What follows belongs to an exercise in optimizing a design on an open flow for small area, a short achievable clock period and few clock cycles per item; a production flow would make more cautious choices. At most, simulation tests tie the RTL to the original design; equivalence was not proved. No activity file was given, so power comes from the tool's default toggle rates.

==> v10: inputs <==
==> flow/design.v (excerpt) <==
module bounded_fifo_with_keyed_removal_core #(
    parameter int DEPTH = 16
) (
    input  logic                              clk,
    input  logic                              rst_n,
    input  logic                              in_valid,
    output logic                              in_ready,
    input  logic [1:0]                        req_type,
    input  logic [bfkr_pkg::FIELD_W-1:0]      proc_num,
    input  logic [bfkr_pkg::FIELD_W-1:0]      arrival_time,
    input  logic [bfkr_pkg::FIELD_W-1:0]      cpu_time,
    input  logic [bfkr_pkg::FIELD_W-1:0]      search_key,
    input  logic                              cfg_valid,
    output logic                              cfg_ready,
    input  logic [bfkr_pkg::LIMIT_W-1:0]      queue_limit,
    output logic                              out_valid,
    input  logic                              out_ready,
    output logic                              status,
    output logic [bfkr_pkg::FIELD_W-1:0]      out_proc_num,
    output logic [bfkr_pkg::FIELD_W-1:0]      out_arrival_time,
    output logic [bfkr_pkg::FIELD_W-1:0]      out_cpu_time,
    output logic                              queue_empty,
    output logic [bfkr_pkg::COUNT_OUT_W-1:0]  record_count
);
==> module bounded_fifo_with_keyed_removal_core, before the edit <==
module bounded_fifo_with_keyed_removal_core #(
    parameter int DEPTH = 16
) (
    input  logic                              clk,
    input  logic                              rst_n,
    input  logic                              in_valid,
    output logic                              in_ready,
    input  logic [1:0]                        req_type,
    input  logic [bfkr_pkg::FIELD_W-1:0]      proc_num,
    input  logic [bfkr_pkg::FIELD_W-1:0]      arrival_time,
    input  logic [bfkr_pkg::FIELD_W-1:0]      cpu_time,
    input  logic [bfkr_pkg::FIELD_W-1:0]      search_key,
    input  logic                              cfg_valid,
    output logic                              cfg_ready,
    input  logic [bfkr_pkg::LIMIT_W-1:0]      queue_limit,
    output logic                              out_valid,
    input  logic                              out_ready,
    output logic                              status,
    output logic [bfkr_pkg::FIELD_W-1:0]      out_proc_num,
    output logic [bfkr_pkg::FIELD_W-1:0]      out_arrival_time,
    output logic [bfkr_pkg::FIELD_W-1:0]      out_cpu_time,
    output logic                              queue_empty,
    output logic [bfkr_pkg::COUNT_OUT_W-1:0]  record_count
);
    localparam int FW = bfkr_pkg::FIELD_W;
    localparam int RW = bfkr_pkg::REC_W;
    localparam int CW = $clog2(DEPTH + 1);
    logic             s1_v;
    logic             s1_enq;
    logic [DEPTH-1:0] s1_slot;
    logic [DEPTH-1:0] s1_hit;
    logic [RW-1:0]    mem [DEPTH];
    logic [DEPTH-1:0] vld;
    logic [DEPTH-1:0] age [DEPTH];
    logic [CW-1:0]    cnt;
    logic [CW-1:0]    lim;
    logic             out_v;
    logic             out_st;
    logic [RW-1:0]    out_rec;
    logic             cnt_zero;
    logic [CW-1:0]    cnt_next;
    logic             slot_free;
    logic             exec;
    logic [DEPTH-1:0] free_p;
    logic [DEPTH-1:0] ffp;
    logic             none_p;
    logic [DEPTH-1:0] hit_in;
    logic             can_enq;
    logic             enq_wait;
    logic [DEPTH-1:0] m;
    logic [DEPTH-1:0] sel;
    logic [RW-1:0]    taken;
    logic             do_enq;
    logic             found;
    assign cfg_ready = 1'b1;
    assign out_valid = out_v && rst_n;
    assign slot_free = !out_v || out_ready;
    assign exec      = s1_v && slot_free;
    assign can_enq   = (cnt < lim);
    assign enq_wait  = (req_type == bfkr_pkg::REQ_ENQ) && none_p && (s1_v || can_enq);
    assign in_ready  = (!s1_v || slot_free) && !enq_wait;
    always_comb
    begin
        free_p = ~vld & ~({DEPTH{s1_v && s1_enq}} & s1_slot);
        for (int s = 0; s < DEPTH; s++)
        begin
            ffp[s] = free_p[s];
            for (int j = 0; j < s; j++)
            begin
                ffp[s] = ffp[s] && !free_p[j];
            end
        end
        none_p = !(|free_p);
    end
    always_comb
    begin
        for (int s = 0; s < DEPTH; s++)
        begin
            hit_in[s] = (req_type == bfkr_pkg::REQ_DEQ)
                        || ((req_type == bfkr_pkg::REQ_RET)
                            && (mem[s][2*FW-1:FW] == search_key));
        end
    end
    always_ff @(posedge clk)
    begin
        if (in_ready)
        begin
            s1_enq <= (req_type == bfkr_pkg::REQ_ENQ);
            s1_slot <= ffp;
            s1_hit <= hit_in;
        end
    end
    always_comb
    begin
        m = vld & s1_hit;
        for (int s = 0; s < DEPTH; s++)
        begin
            sel[s] = m[s];
            for (int j = 0; j < DEPTH; j++)
            begin
                if (j < s)
                begin
                    sel[s] = sel[s] && !(m[j] && age[j][s]);
                end
                else if (j > s)
                begin
                    sel[s] = sel[s] && !(m[j] && !age[s][j]);
                end
            end
        end
        found = |m;
    end
    assign do_enq = s1_enq && can_enq;
    always_ff @(posedge clk)
    begin
        for (int s = 0; s < DEPTH; s++)
        begin
            if (ffp[s])
            begin
                mem[s] <= {proc_num, arrival_time, cpu_time};
            end
            for (int j = s + 1; j < DEPTH; j++)
            begin
                if (ffp[s])
                begin
                    age[s][j] <= 1'b0;
                end
                else if (ffp[j])
                begin
                    age[s][j] <= 1'b1;
                end
            end
        end
        if (slot_free)
        begin
            out_st  <= !(do_enq || found);
            out_rec <= taken;
        end
    end
    always_ff @(posedge clk or negedge rst_n)
    begin
        if (!rst_n)
        begin
            s1_v  <= 1'b0;
            out_v <= 1'b0;
            vld   <= '0;
            cnt   <= '0;
            cnt_zero <= 1'b1;
            lim   <= CW'(DEPTH);
        end
        else
        begin
            if (in_ready)
            begin
                s1_v <= in_valid;
            end
            else if (exec)
            begin
                s1_v <= 1'b0;
            end
            if (slot_free)
            begin
                out_v <= s1_v;
            end
            if (exec)
            begin
                vld <= (vld & ~sel) | ({DEPTH{do_enq}} & s1_slot);
                cnt      <= cnt_next;
                cnt_zero <= (cnt_next == '0);
            end
            if (cfg_valid)
            begin
                lim <= (queue_limit == '0 || queue_limit > bfkr_pkg::LIMIT_W'(DEPTH))
                       ? CW'(DEPTH) : CW'(queue_limit);
            end
        end
    end
    assign cnt_next = cnt + CW'(do_enq) - CW'(found);
    always_comb
    begin
        taken = '0;
        for (int s = 0; s < DEPTH; s++)
        begin
            taken = taken | ({RW{sel[s]}} & mem[s]);
        end
    end
    assign status           = out_st;
    assign out_proc_num     = out_rec[3*FW-1:2*FW];
    assign out_arrival_time = out_rec[2*FW-1:FW];
    assign out_cpu_time     = out_rec[FW-1:0];
    assign record_count     = cnt;
    assign queue_empty      = cnt_zero;
endmodule
make LEC_CHECK=0 ABC_CLOCK_PERIOD_IN_PS=3000 CAP_MARGIN=20 CORE_MARGIN=2 CORE_UTILIZATION=40 SETUP_SLACK_MARGIN=2.7 SLEW_MARGIN=20 finish   # period 5.5 ns
run.sh (not shown) runs the stock make flow with config.mk's settings and CLKGATE_MAP_FILE= SYNTH_SCRIPT=/design/flow/synth_recipe.tcl, a recipe that flattens the netlist after the stock synthesis.
==> v24: changes against v10 <==
--- a/flow/design.v
+++ b/flow/design.v
@@ -55,10 +55,16 @@
     logic             slot_free;
     logic             exec;
-    logic [DEPTH-1:0] free_p;
+    logic [DEPTH-1:0] used_n;
+    logic [DEPTH-1:0] ffp_n;
     logic [DEPTH-1:0] ffp;
-    logic             none_p;
     logic [DEPTH-1:0] hit_in;
     logic             can_enq;
     logic             enq_wait;
+    logic             go_r;
+    logic             wait_r;
+    logic             s1_v_n;
+    logic             out_v_n;
+    logic             full_n;
+    logic [CW-1:0]    lim_n;
     logic [DEPTH-1:0] m;
     logic [DEPTH-1:0] sel;
@@ -71,18 +77,25 @@
     assign exec      = s1_v && slot_free;
     assign can_enq   = (cnt < lim);
-    assign enq_wait  = (req_type == bfkr_pkg::REQ_ENQ) && none_p && (s1_v || can_enq);
-    assign in_ready  = (!s1_v || slot_free) && !enq_wait;
-    always_comb
-    begin
-        free_p = ~vld & ~({DEPTH{s1_v && s1_enq}} & s1_slot);
-        for (int s = 0; s < DEPTH; s++)
-        begin
-            ffp[s] = free_p[s];
+    assign enq_wait  = (req_type == bfkr_pkg::REQ_ENQ) && wait_r;
+    assign in_ready  = (go_r || out_ready) && !enq_wait;
+    assign s1_v_n   = in_ready ? in_valid : (s1_v && !exec);
+    assign out_v_n  = slot_free ? s1_v : out_v;
+    assign full_n   = exec ? (((cnt == CW'(DEPTH - 1)) && do_enq) || ((cnt == CW'(DEPTH)) && !found))
+                           : (cnt == CW'(DEPTH));
+    assign lim_n    = cfg_valid ? ((queue_limit == '0 || queue_limit > bfkr_pkg::LIMIT_W'(DEPTH))
+                                   ? CW'(DEPTH) : CW'(queue_limit))
+                                : lim;
+    always_comb
+    begin
+        used_n = vld | ({DEPTH{s1_v && s1_enq}} & s1_slot)
+                 | ({DEPTH{in_ready && in_valid && (req_type == bfkr_pkg::REQ_ENQ)}} & ffp);
+        for (int s = 0; s < DEPTH; s++)
+        begin
+            ffp_n[s] = !used_n[s];
             for (int j = 0; j < s; j++)
             begin
-                ffp[s] = ffp[s] && !free_p[j];
-            end
-        end
-        none_p = !(|free_p);
+                ffp_n[s] = ffp_n[s] && used_n[j];
+            end
+        end
     end
     always_comb
@@ -161,7 +174,13 @@
             cnt_zero <= 1'b1;
             lim   <= CW'(DEPTH);
+            go_r   <= 1'b1;
+            wait_r <= 1'b0;
+            ffp    <= DEPTH'(1);
         end
         else
         begin
+            go_r   <= !s1_v_n || !out_v_n;
+            ffp    <= ffp_n;
+            wait_r <= !(|ffp_n) && (s1_v_n || !full_n);
             if (in_ready)
             begin
@@ -182,9 +201,5 @@
                 cnt_zero <= (cnt_next == '0);
             end
-            if (cfg_valid)
-            begin
-                lim <= (queue_limit == '0 || queue_limit > bfkr_pkg::LIMIT_W'(DEPTH))
-                       ? CW'(DEPTH) : CW'(queue_limit);
-            end
+            lim <= lim_n;
         end
     end
- CORE_UTILIZATION: 40 -> 55
- SETUP_SLACK_MARGIN: 2.7 -> 2.9
==> v26: changes against v10 <==
--- a/flow/design.v
+++ b/flow/design.v
@@ -41,5 +41,5 @@
     logic             s1_v;
     logic             s1_enq;
-    logic [DEPTH-1:0] s1_slot;
+    logic [RW-1:0]    s1_rec;
     logic [DEPTH-1:0] s1_hit;
     logic [RW-1:0]    mem [DEPTH];
@@ -50,7 +50,5 @@
     logic             out_v;
     logic             out_st;
-    logic [RW-1:0]    out_rec;
-    logic             cnt_zero;
-    logic [CW-1:0]    cnt_next;
+    logic [DEPTH-1:0] out_sel;
     logic             slot_free;
     logic             exec;
@@ -58,7 +56,8 @@
     logic [DEPTH-1:0] ffp;
     logic             none_p;
+    logic [DEPTH-1:0] cand;
+    logic [DEPTH-1:0] wr;
     logic [DEPTH-1:0] hit_in;
-    logic             can_enq;
-    logic             enq_wait;
+    logic             key_new;
     logic [DEPTH-1:0] m;
     logic [DEPTH-1:0] sel;
@@ -70,10 +69,8 @@
     assign slot_free = !out_v || out_ready;
     assign exec      = s1_v && slot_free;
-    assign can_enq   = (cnt < lim);
-    assign enq_wait  = (req_type == bfkr_pkg::REQ_ENQ) && none_p && (s1_v || can_enq);
-    assign in_ready  = (!s1_v || slot_free) && !enq_wait;
+    assign in_ready  = !s1_v || slot_free;
     always_comb
     begin
-        free_p = ~vld & ~({DEPTH{s1_v && s1_enq}} & s1_slot);
+        free_p = ~vld & ~out_sel;
         for (int s = 0; s < DEPTH; s++)
         begin
@@ -85,5 +82,8 @@
         end
         none_p = !(|free_p);
+        cand   = ffp | ({DEPTH{none_p}} & out_sel);
+        wr     = ffp | ({DEPTH{none_p && slot_free}} & out_sel);
     end
+    assign key_new = (s1_rec[2*FW-1:FW] == search_key);
     always_comb
     begin
@@ -92,5 +92,5 @@
             hit_in[s] = (req_type == bfkr_pkg::REQ_DEQ)
                         || ((req_type == bfkr_pkg::REQ_RET)
-                            && (mem[s][2*FW-1:FW] == search_key));
+                            && (cand[s] ? key_new : (mem[s][2*FW-1:FW] == search_key)));
         end
     end
@@ -100,5 +100,5 @@
         begin
             s1_enq <= (req_type == bfkr_pkg::REQ_ENQ);
-            s1_slot <= ffp;
+            s1_rec <= {proc_num, arrival_time, cpu_time};
             s1_hit <= hit_in;
         end
@@ -124,20 +124,20 @@
         found = |m;
     end
-    assign do_enq = s1_enq && can_enq;
+    assign do_enq = s1_enq && (cnt < lim);
     always_ff @(posedge clk)
     begin
         for (int s = 0; s < DEPTH; s++)
         begin
-            if (ffp[s])
+            if (wr[s])
             begin
-                mem[s] <= {proc_num, arrival_time, cpu_time};
+                mem[s] <= s1_rec;
             end
             for (int j = s + 1; j < DEPTH; j++)
             begin
-                if (ffp[s])
+                if (cand[s])
                 begin
                     age[s][j] <= 1'b0;
                 end
-                else if (ffp[j])
+                else if (cand[j])
                 begin
                     age[s][j] <= 1'b1;
@@ -148,5 +148,5 @@
         begin
             out_st  <= !(do_enq || found);
-            out_rec <= taken;
+            out_sel <= {DEPTH{s1_v}} & sel;
         end
     end
@@ -159,5 +159,4 @@
             vld   <= '0;
             cnt   <= '0;
-            cnt_zero <= 1'b1;
             lim   <= CW'(DEPTH);
         end
@@ -168,8 +167,4 @@
                 s1_v <= in_valid;
             end
-            else if (exec)
-            begin
-                s1_v <= 1'b0;
-            end
             if (slot_free)
             begin
@@ -178,7 +173,6 @@
             if (exec)
             begin
-                vld <= (vld & ~sel) | ({DEPTH{do_enq}} & s1_slot);
-                cnt      <= cnt_next;
-                cnt_zero <= (cnt_next == '0);
+                vld <= (vld & ~sel) | ({DEPTH{do_enq}} & cand);
+                cnt <= cnt + CW'(do_enq) - CW'(found);
             end
             if (cfg_valid)
@@ -189,5 +183,4 @@
         end
     end
-    assign cnt_next = cnt + CW'(do_enq) - CW'(found);
     always_comb
     begin
@@ -195,12 +188,12 @@
         for (int s = 0; s < DEPTH; s++)
         begin
-            taken = taken | ({RW{sel[s]}} & mem[s]);
+            taken = taken | ({RW{out_sel[s]}} & mem[s]);
         end
     end
     assign status           = out_st;
-    assign out_proc_num     = out_rec[3*FW-1:2*FW];
-    assign out_arrival_time = out_rec[2*FW-1:FW];
-    assign out_cpu_time     = out_rec[FW-1:0];
+    assign out_proc_num     = taken[3*FW-1:2*FW];
+    assign out_arrival_time = taken[2*FW-1:FW];
+    assign out_cpu_time     = taken[FW-1:0];
     assign record_count     = cnt;
-    assign queue_empty      = cnt_zero;
+    assign queue_empty      = (cnt == '0);
 endmodule
- ABC_CLOCK_PERIOD_IN_PS: 3000 -> default
- SETUP_SLACK_MARGIN: 2.7 -> default
==> v27: changes against v10 <==
--- a/flow/design.v
+++ b/flow/design.v
@@ -57,5 +57,4 @@
     logic [DEPTH-1:0] free_p;
     logic [DEPTH-1:0] ffp;
-    logic             none_p;
     logic [DEPTH-1:0] hit_in;
     logic             can_enq;
@@ -71,5 +70,6 @@
     assign exec      = s1_v && slot_free;
     assign can_enq   = (cnt < lim);
-    assign enq_wait  = (req_type == bfkr_pkg::REQ_ENQ) && none_p && (s1_v || can_enq);
+    assign enq_wait  = (req_type == bfkr_pkg::REQ_ENQ) && (s1_v || can_enq)
+                       && ((cnt == CW'(DEPTH)) || ((cnt == CW'(DEPTH - 1)) && s1_v && s1_enq));
     assign in_ready  = (!s1_v || slot_free) && !enq_wait;
     always_comb
@@ -84,5 +84,4 @@
             end
         end
-        none_p = !(|free_p);
     end
     always_comb
- ABC_CLOCK_PERIOD_IN_PS: 3000 -> 3500
- CORE_UTILIZATION: 40 -> 55
- SETUP_SLACK_MARGIN: 2.7 -> 2.5
==> summary of the runs <==
- v24 went through all stages and came out clean. v27 produced a clean layout. v10 completed with no timing, DRC or antenna violations. v26 completed without violations.
- Wire length: v26 < v27 < v24 < v10.
- Between v10 and v26, the lower die area is in v10 (gap about 0.27%, measured against v26).
- Of v24 and v10, v24 has the higher critical path depth (gap 6).
- Of v26 and v27, v27 has the higher setup slack (gap 1.1 ns).
- Utilization: v27 > v24 > v10 > v26.
- Of v27 and v10, v27 has the higher clock power (gap about 2%, measured against v10).
- In v24 the sequential power is larger than in v26, by about 7%.
==> figures <==
item                                                                                     v27                      v24                      v26                      v10
Outcome                                                              complete, no violations  complete, no violations  complete, no violations  complete, no violations
Aggregate routed wire length                                                       149000 um                152000 um                137000 um                160000 um
Synth Net Count                                                                         2747                     2849                     2761                     2773
Post-synth cell types                                                                     52                       60                       72                       55
Worst Clk Skew                                                                     0.0457 ns                0.0561 ns                0.0491 ns                0.0219 ns
Placeable core area                                                                71700 um2                73000 um2                99700 um2                98700 um2
Share of final-layout standard cells stronger than drive strength 1                    18.6%                    19.9%                    9.19%                    19.7%
Routed metal-1 wirelength                                                           56900 um                 56200 um                 56100 um                 61100 um
Number of logic inverters in the finished layout                                          31                       19                       22                       27
Final Power                                                                          22.9 mW                  21.8 mW                  18.8 mW                  23.3 mW
Multi-input logic cell count                                                            1451                     1518                     1476                     1483
DIE AREA                                                                           74800 um2                76000 um2               103000 um2               102000 um2
Synthesized-area fraction occupied by ao, oa, aoi and oai cells                        11.6%                    11.0%                    12.9%                    11.0%
Cell type with the highest occurrence count on the critical path      sky130_fd_sc_hd__buf_6   sky130_fd_sc_hd__inv_2                        -  sky130_fd_sc_hd__and2_4
Power per Cell Area                                                               461 nW/um2               437 nW/um2               404 nW/um2               458 nW/um2
Met1 track demand over resource in global routing                                      51.9%                    51.3%                    36.4%                    38.6%
Testbench counts of v24, summed over its fixed seeds: cycles 4,044, items 4,000.
Testbench counts of v26, summed over its fixed seeds: cycles 4,016, items 4,000.
Function not checked in v10 and v27: the RTL went through the layout flow alone.

what the ideal ports hide:
The flow's constraints put no driver on any port. The routed layouts listed below were extracted and timed again, unchanged, in two steps.
Step 1 assumes that a clkbuf_16 drives the clock port and a buf_2 every other input.
Step 2 times the ports against the registers' clock, not the clock port: input delays grow and output delays shrink by t, the midpoint of the rising clock arrivals with the driver on.
Three values: ideal, step 1, step 2; two values: the first two.
run | t, ns | slack for setup (ns) | latest minus earliest clock arrival (ns) | slew at the worst register clock pin (ns)
v10 | 0.755 | 1.484 / 1.413 / 1.868 | 0.028 / 0.028 | 0.07 / 0.07
v24 | 0.720 | 2.377 / 2.377 / 2.175 | 0.057 / 0.057 | 0.07 / 0.07
v26 | 0.755 | 0.856 / 0.782 / 1.093 | 0.054 / 0.054 | 0.07 / 0.07
v27 | 0.730 | 1.997 / 1.997 / 1.717 | 0.048 / 0.048 | 0.07 / 0.07
After both steps every run listed still meets setup and hold. For v27, which loses most, drivers alone change the setup slack by 0.000 ns; drivers and shift together by -0.280 ns.
